This is an optimization exercise on Yosys and OpenROAD, whose aim is small area, a short achievable clock period and few clock cycles per item, not a production implementation.
No run shown here included a check of the RTL's function; only the layout flow was run.
No activity file was given, so power comes from the tool's default toggle rates.

==> flow/design.v, too long to show whole: its modules and the start of the top module <==
// module goertzel_power_detect: 2011 lines
// module goertzel_fa: 10 lines
// module goertzel_ha: 9 lines
module goertzel_power_detect #(
   parameter int OW       = 20,
   parameter int PW       = 2*OW+1,
   parameter int HOLD_ON  = 3,
   parameter int HOLD_OFF = 3
) (
   input  logic            i_clk,
   input  logic            i_rst,
   input  logic [2*OW-1:0] s_axis_tdata,
   input  logic            s_axis_tvalid,
   output logic            s_axis_tready,
   output logic [PW-1:0]   m_axis_tdata,
   output logic            m_axis_tuser,
   output logic            m_axis_tvalid,
   input  logic            m_axis_tready,
   input  logic [PW-1:0]   i_threshold,
   output logic            o_detect
);
  // ...
==> flow/run.sh <==
#!/bin/bash
# synth_recipe.tcl (not shown) runs the flow's synth.tcl, then flattens the netlist and writes it again
# the make line also repeats each setting of config.mk as NAME=value (left out here)
make -C /OpenROAD-flow-scripts/flow DESIGN_CONFIG=/design/flow/config.mk WORK_HOME=/design/flow/orfs CLKGATE_MAP_FILE= SYNTH_SCRIPT=/design/flow/synth_recipe.tcl finish
==> flow/config.mk <==
export PLATFORM = sky130hd
export DESIGN_NAME = goertzel_power_detect
export DESIGN_NICKNAME = goertzel_power_detect
export VERILOG_FILES = /design/flow/design.v
export SDC_FILE = /design/flow/constraint.sdc
export NUM_CORES = 4
export LEC_CHECK = 0
export CAP_MARGIN = 20
export CORE_MARGIN = 2
export CORE_UTILIZATION = 40
export SLEW_MARGIN = 20
export SYNTH_HIERARCHICAL = 1
export SYNTH_MINIMUM_KEEP_SIZE = 0
==> flow/constraint.sdc <==
create_clock -name core_clock -period 8.0 [get_ports {i_clk}]
set_input_delay 1.6000 -clock core_clock [delete_from_list [all_inputs] [get_ports {i_clk}]]
set_output_delay 1.6000 -clock core_clock [all_outputs]
set_load 0.01 [all_outputs]
==> impl_metrics.tcl, run 1 <==
set metrics [dict create \
    hold_viol 0 \
    first_global_vias 12737 \
    p_sw_mw 3.38 \
    die_area_sq_um 46700 \
    critPathCapture "s_axis_tready" \
    finalCritPeriodShare_pct 60.7 \
    slew_headroom_pct 33.1 \
    status "timing/DRC/antenna clean" \
    reg.largest.list "r_pwr (41), g_mid.r_ra (40), g_mid.r_rb (39)" \
    routed_wirelength_um 46500 \
    path_common_cell "clkdlybuf4s50_1" \
    yosysTopAreaCellShare_pct 38.2 \
    p_seq_share_pct 23.4 \
    wire_per_inst_um 21.7 \
    p_total_mw 7.87 \
    setup_slack_ns 3.14 \
    clock-sinks 167 \
    async_flop_share_pct 0 \
    cpLargestDelayFamily "buffers and inverters" \
    largest_reg_flops 41 \
    ys_seq_elements 167 \
    path_cells "clkdlybuf4s50_1 -> nand2b_4 -> clkdlybuf4s50_1" \
    grt_use_met1_pct 28.7 \
    cts_hold_buffers 0 \
    min_delay_path_depth 2 \
    powerDensity_nw_per_um2 383 \
    synth-edff-count 161 \
    areaGrowthSynthToFinish_pct 14.2 \
    power_leader "combinational cells" \
    clkTransAtPathRegs_ns 0.07 \
    io_buffer_count 129 \
    cts_root_buf "clkbuf_16" \
    swShare_pct 42.9 \
    grt_most_used_layer "met2" \
    fin_cells 2145 \
    overflow 0 \
    synth_top_family_by_area "adder cells" \
    die_h_um 216 \
]
==> inputs of run 2 (changes only) <==
--- a/flow/config.mk
+++ b/flow/config.mk
@@ -8,6 +8,7 @@
 export CAP_MARGIN = 20
 export CORE_MARGIN = 2
 export CORE_UTILIZATION = 40
+export SETUP_SLACK_MARGIN = 3.5
 export SLEW_MARGIN = 20
 export SYNTH_HIERARCHICAL = 1
 export SYNTH_MINIMUM_KEEP_SIZE = 0
==> impl_metrics.tcl, run 2 <==
set metrics [dict create \
    hold_viol 0 \
    yosysTopAreaCellShare_pct 38.2 \
    ys.flop_type "edfxtp_1" \
    finalClockSkew_ns 0.0212 \
    clock-sinks 167 \
    die_h_um 216 \
    arrival_ns 4.85 \
    finalSetupViolations 0 \
    slew_headroom_pct 38.3 \
    wire_per_inst_um 22.7 \
    p_total_mw 8.00 \
    min_delay_path_depth 2 \
    hold_path_class "reg -> reg" \
    async_flop_share_pct 0 \
    dpl_worst_slack_ns 3.10 \
    layout_commonest_cell "and2_1" \
    rsz0062_at_grt "true" \
    ir_drop_v 0.000180 \
    critPathCapture "r_cnt[0]" \
    r2r-start "g_mid.r_ra[2]" \
    cts_tree "done" \
    diodes 0 \
    clockBufferDepth 2 \
    critPathCaptureType "flop" \
    routed_wirelength_um 50700 \
    status "timing/DRC/antenna clean" \
    dp_hpwl_um 33400 \
    cts_buffers 17 \
    worst_slew_pin_slew_ns 0.925 \
    first_global_vias 12918 \
    clock_latency_ns 0.48 \
    drcViolationCount 0 \
    ys_top_cells_by_count "and2_1, fa_1, edfxtp_1" \
    grt_util_all_layers_pct 22.7 \
    die_w_um 216 \
    critical_path_class "reg -> reg" \
    route.vias.total 11820 \
    die_area_sq_um 46700 \
    yosys.area.top_type "fa_1" \
    cp.required_ns 8.36 \
    synth_fp_nets 1975 \
    syn_avg_cell_area_sq_um 12.6 \
    largest_reg_flops 41 \
    reg.largest.list "r_pwr (41), g_mid.r_ra (40), g_mid.r_rb (39)" \
    areaGrowthSynthToFinish_pct 18.9 \
    r2r_slack_ns 3.51 \
    critPathMaxFanout 3 \
    fin_util_pct 48.2 \
    clkTransAtPathRegs_ns 0.07 \
    synth_area_leaders "fa_1, edfxtp_1, and2_1" \
    r2r.worst_path.cells 20 \
    dr.first_iter.drc_count 793 \
    grt_pass1_wl_um 78000 \
    fin_nets 2174 \
    timing.max_cap.violations 0 \
    synth-seq-area-share_pct 27.6 \
    fmax_mhz 223 \
    ant_nets 0 \
    io_buffer_count 129 \
    synthCells 1430 \
    cts_root_buf "clkbuf_16" \
    start_kind "flop" \
    viasPerCell 5.29 \
    grt_max_degree 78 \
    r2r_end "r_cnt[0]" \
    finalCritPeriodShare_pct 56.1 \
    overflow 0 \
    rows 77 \
    coreArea_sq_um 44300 \
    num-fill-cells 3953 \
    setup_slack_ns 3.51 \
    ys_seq_elements 167 \
    slew_violations 0 \
    largest-register "r_pwr" \
    final_cell_mix "and2_1, fa_1, edfxtp_1" \
    yosysUniqueCellTypes 64 \
    ys_warn_count 7 \
    powerDensity_nw_per_um2 374 \
    synth.cell_area_sq_um 18000 \
    drt_pass1_iterations 7 \
    crit_start "g_mid.r_ra[2]" \
    synth-edff-count 161 \
    htreeDepth 4 \
    tns_ns 0 \
    initial_core_util_pct 40.6 \
    pin_count 130 \
    layout-drive-gt1-share_pct 10.4 \
    place_congestion 0.823 \
    total_leakage_power_nw 9.02 \
    antenna_found_initial 0 \
    finalCriticalPeriod_ns 4.49 \
]
==> run 2: cell count changes in the layout (fill, tap and decap cells not counted), moves of 3 or more <==
cell and delta:
o21ai_0 -4, buf_4 +71, fa_2 +5, o21ai_2 +3, fa_1 -5, buf_12 +3, buf_6 +12
==> run 2: how the worst min path moves through the flow <==
stage | startpoint | to
floorplan | g_mid.r_v2 | r_v3
CTS | g_mid.r_v2 | r_v3
global route | g_mid.r_v2 | r_v3
finish | g_mid.r_v2 | r_v3
global placement | g_in.r_v1 | g_mid.r_v2
detailed placement | g_mid.r_v2 | r_v3
==> run 2: repair_timing <==
action                                 4_1_cts  5_1_grt
setup endpoints to repair                   22       17
endpoints found under the hold margin        0        0
pin swaps                                   10        7
resized for setup                            9       24
gates cloned                                 2        0
setup buffers                               57       31
hold buffers                                 0        0
==> run 2: through the flow <==
stage | std cells | hold slack [ns] | instance area, sq um
detailed placement | 2112 | 0.478 | 19900
finish | 2234 | 0.494 | 21400
global route | 2234 | 0.527 | 21400
CTS | 2203 | 0.495 | 21000
floorplan | 1430 | 0.442 | 18000
global placement | 2112 | 0.470 | 19900
==> run 2: critical path, cell delays in order, from the launching register on <==
cell and delay (ns):
edfxtp_1 0.37, ha_2 0.21, fa_2 0.35, a21o_1 0.18, a311o_1 0.30, a21o_1 0.19, a221o_1 0.37, o21ai_2 0.20
a221oi_2 0.10, mux2i_1 0.19, o2111ai_2 0.14, ha_1 0.32, a21o_1 0.16, a21o_1 0.18, a211oi_2 0.23, o21ai_1 0.10
o211ai_1 0.14, a31oi_4 0.15, nor2_2 0.16, inv_2 0.07, a311o_1 0.26
==> run 2: where the power goes <==
group          internal (mW)  total [mW]  switching (mW)
logic                   2.44        5.37            2.93
clock network          0.422       0.833           0.411
registers               1.68        1.79           0.110
==> run 2: area by class of cell <==
| class | instances | area, sq um | share of cell area (%) |
|---|---|---|---|
| Inverter | 60 | 225 | 1.05 |
| Tap cell | 592 | 741 | 3.46 |
| Clock inverter | 15 | 165 | 0.773 |
| Timing Repair Buffer | 228 | 2120 | 9.93 |
| Multi-Input combinational cell | 1155 | 12700 | 59.6 |
| Clock buffer | 17 | 425 | 1.99 |
| Sequential cell | 167 | 4950 | 23.2 |
==> run 2: metal layers <==
| metal | wire length (um) | vias to the layer above | part of all wire, % | global-route usage [%] |
|---|---|---|---|---|
| met5 | 0 | - | 0 | 0 |
| met3 | 4070 | 70 | 8.0 | 5.81 |
| met1 | 22000 | 6098 | 43 | 30.9 |
| met4 | 1150 | 0 | 2.3 | 6.76 |
| met2 | 23500 | 451 | 46 | 35.8 |
| li1 | - | 5201 | - | - |
==> run 2: kinds of logic (layout without fill, tap and decap cells) <==
kind of cell    count (synthesis)  in the layout  share of synthesized area, %
buf+inv                       110            320                          2.31
compound gates                159            159                          6.00
xor+xnor                       27             27                          1.32
fa+ha+maj                     460            460                          46.3
flops                         167            167                          27.6
mux                             3              3                         0.167
simple gates                  504            506                          16.3
==> run 2: per-module statistics from Yosys, one instance, submodules excluded <==
module                 cells  cell area [sq um]  flip-flops and latches
goertzel_fa                1               20.0                       0
goertzel_ha                1               12.5                       0
goertzel_power_detect   1051              10700                     167
==> inputs of run 3 (changes only) <==
==> flow/flow/run.sh (new file) <==
#!/bin/bash
# Standard ORFS layout (the standard.sh, standard synthesis unchanged),
# with the port buffers made from the smallest buffer cell.
set -euo pipefail
bash standard.sh BUFFER_PORTS_ARGS="-buffer_cell sky130_fd_sc_hd__buf_1" finish > standard_flow.log 2>&1
==> flow/standard.sh (new file) <==
#!/bin/bash
# synth_recipe.tcl (not shown) runs the flow's synth.tcl, then flattens the netlist and writes it again
# the make line also repeats each setting of config.mk as NAME=value (left out here)
make -C /OpenROAD-flow-scripts/flow DESIGN_CONFIG=/design/flow/config.mk WORK_HOME=/design/flow/orfs CLKGATE_MAP_FILE= SYNTH_SCRIPT=/design/flow/synth_recipe.tcl "${@:-finish}"
--- a/flow/config.mk
+++ b/flow/config.mk
@@ -8,7 +8,6 @@
 export CAP_MARGIN = 20
 export CORE_MARGIN = 2
 export CORE_UTILIZATION = 40
-export SETUP_SLACK_MARGIN = 3.5
 export SLEW_MARGIN = 20
 export SYNTH_HIERARCHICAL = 1
 export SYNTH_MINIMUM_KEEP_SIZE = 0
removed: flow/run.sh
==> impl_metrics.tcl, run 3 <==
set metrics [dict create \
    yosys.area.top_type "fa_1" \
    cp.required_ns 8.35 \
    grt_max_degree 77 \
    r2r.worst_path.cells 20 \
    overflow 0 \
    ys_top_cells_by_count "and2_1, fa_1, edfxtp_1" \
    finalCriticalPeriod_ns 4.84 \
    dpl_worst_slack_ns 3.21 \
    yosys-mux-area-fraction_pct 0.167 \
    dp_hpwl_um 33800 \
    finalSetupViolations 0 \
    yosysUniqueCellTypes 64 \
    clock-sinks 167 \
    finalClockSkew_ns 0.0131 \
    ys_seq_elements 167 \
    drt-met1-wl_um 20500 \
    synth_area_leaders "fa_1, edfxtp_1, and2_1" \
    min_delay_path_depth 2 \
    initial_core_util_pct 40.6 \
    clkTransAtPathRegs_ns 0.07 \
    clockBufferDepth 2 \
    setup_slack_ns 3.16 \
    finalCritPeriodShare_pct 60.5 \
    timing.max_cap.violations 0 \
    ys.flop_type "edfxtp_1" \
    largest-register "r_pwr" \
    path_cells "ha_1 -> fa_1 -> a21o_1 -> a311o_1 -> a21o_1 -> a221o_1 -> o21ai_1 -> a221oi_1 -> mux2i_1 -> o2111ai_1 -> ha_1 -> a21o_1 -> a21o_1 -> a211oi_1 -> o21ai_0 -> o211ai_1 -> a31oi_1 -> nor2_1 -> inv_1 -> a311o_1" \
    grt_pass1_wl_um 71600 \
    ir_drop_v 0.000140 \
    seqCellArea_sq_um 4950 \
    synthCells 1430 \
    fmax_mhz 207 \
    drt_pass1_iterations 5 \
    powerDensity_nw_per_um2 389 \
    wl_met3_um 3840 \
    arrival_ns 5.19 \
    die_h_um 216 \
    synth-edff-count 161 \
    reg.largest.list "r_pwr (41), g_mid.r_ra (40), g_mid.r_rb (39)" \
    die_w_um 216 \
    pin_count 130 \
    slew_headroom_pct 30.0 \
    routed_wirelength_um 46100 \
    critical_path_class "reg -> reg" \
    synth_fp_nets 1975 \
    synth_xor_area_share_pct 1.32 \
    start_kind "flop" \
    ys_warn_count 7 \
    path_common_cell "a21o_1" \
    dpl_cell_area_sq_um 19100 \
    yosysTopAreaCellShare_pct 38.2 \
    layout-drive-gt1-share_pct 3.68 \
    fin_cells 2142 \
    p_total_mw 7.67 \
    cts_resized 0 \
    rsz0062_at_grt "false" \
    synth_compound_area_share_pct 6.00 \
    synth-seq-area-share_pct 27.6 \
    critPathMaxFanout 3 \
    rows 77 \
    fin_nets 2082 \
    syn_avg_cell_area_sq_um 12.6 \
    design_area_sq_um 19700 \
    cts_hold_buffers 0 \
    diodes 0 \
    wire_per_inst_um 21.5 \
    fin_util_pct 44.4 \
    antenna_found_initial 0 \
    largest_reg_flops 41 \
    worst_slew_pin_slew_ns 1.05 \
    drcViolationCount 0 \
    ant_nets 0 \
    place_congestion 0.864 \
    hold_viol 0 \
    async_flop_share_pct 0 \
    holdWs_ns 0.490 \
    areaGrowthSynthToFinish_pct 9.57 \
    clock_latency_ns 0.46 \
    htreeDepth 4 \
    dp.cells 2110 \
    viasPerCell 5.25 \
    hold_path_class "reg -> reg" \
    synth_simple_gate_area_share_pct 16.3 \
    status "timing/DRC/antenna clean" \
    met2WireLength_um 21000 \
    first_global_vias 12362 \
    tns_ns 0 \
    synth.cell_area_sq_um 18000 \
    critPathCaptureType "flop" \
    num-fill-cells 4113 \
    cts_buffers 17 \
    routed.top_layer "met4" \
    grt_util_all_layers_pct 20.6 \
    cts_setup_buffers 0 \
    coreArea_sq_um 44300 \
    total_leakage_power_nw 8.19 \
    io_buffer_count 129 \
    cpPeakStageDelay_ns 0.42 \
    route.vias.total 11254 \
    multi_input_area_sq_um 12600 \
    die_area_sq_um 46700 \
    synth_top_family_by_area "adder cells" \
    yosys.area_share.adder_pct 46.3 \
    cts_tree "done" \
    cts_root_buf "clkbuf_16" \
    dr.first_iter.drc_count 773 \
    slowest_stage "a311o_1" \
    final_cell_mix "and2_1, fa_1, edfxtp_1" \
    slew_violations 0 \
]
[run 3: cell counts after synthesis]
No cell type changed its count.
[run 3: final timing paths]
| check | startpoint | to | slack [ns] |
|---|---|---|---|
| setup / recovery | g_mid.r_ra[2] | r_cnt[0] | 3.16 |
| hold / removal | g_mid.r_v2 | r_v3 | 0.49 |
| setup reg to reg | g_mid.r_ra[2] | r_cnt[0] | 3.16 |
| hold reg to reg | g_mid.r_v2 | r_v3 | 0.49 |
[run 3: worst max-delay path, delay by kind of cell (launching register included)]
family	cells	cell delay [ns]
buf+inv	1	0.10
flops	1	0.37
fa+ha+maj	3	0.96
compound gates	14	2.95
mux	1	0.18
simple gates	1	0.17
[run 3: cell families (layout without fill, tap and decap cells)]
logic type | Yosys count | count (layout)
AO/OA/AOI/OAI | 159 | 159
XOR/XNOR | 27 | 27
adder cells (fa/ha/maj) | 460 | 460
buffers and inverters | 110 | 230
flip-flops | 167 | 167
multiplexers | 3 | 3
AND/OR/NAND/NOR | 504 | 504
[run 3: layout make-up]
class / count / share of cell area [%]
Multi-Input combinational cell: 1153 / 64.0
Sequential cell: 167 / 25.2
Tap cell: 592 / 3.76
Timing Repair Buffer: 138 / 2.80
Clock buffer: 17 / 2.16
Inverter: 60 / 1.14
Clock inverter: 15 / 0.940
[run 3: report_power, final]
part	internal (mW)	switching, mW	leakage [nW]
combinational	2.19	2.79	6.12
sequential	1.68	0.165	1.78
clock	0.447	0.404	0.296
total	4.31	3.36	8.19
[run 3: layer usage]
| layer | vias to the layer above | track usage (%) |
|---|---|---|
| met5 | - | 0 |
| li1 | 5009 | - |
| met1 | 5807 | 27.8 |
| met4 | 0 | 5.02 |
| met3 | 62 | 6.47 |
| met2 | 376 | 32.5 |
[run 3: modules after synthesis (local to each module, per instance)]
module,copies in the design,flip-flops and latches,cell area [sq um]
goertzel_power_detect,1,167,10700
goertzel_fa,342,0,20.0
goertzel_ha,37,0,12.5

==> what the ideal ports hide <==
The results above use ideal ports. As a check the final layouts listed here were re-extracted and re-timed, cells and wires unchanged. Step 1, drivers: a clkbuf_16 drives i_clk and a buf_2 each remaining input, both assumed. Step 2, shift: input delay + t, output delay - t, t = (earliest + latest rising clock arrival at the registers) / 2. This alone moves slack from input paths to output paths. Three values: ideal ports, drivers, drivers and shift; two values: the first two.
run | t, ns | slack for setup (ns) | worst data-port slew with drivers (ns) | cell pins on the clock port's net
run 1 | 0.509 | 3.144 / 3.119 / 3.119 | 0.06 | 1
run 2 | 0.523 | 3.510 / 3.510 / 3.510 | 0.05 | 1
run 3 | 0.510 | 3.164 / 3.164 / 3.164 | 0.05 | 1
After both steps every run listed still meets setup and hold. The setup slack of run 1, which loses most, moves by -0.025 ns with the drivers and by -0.025 ns with both steps.
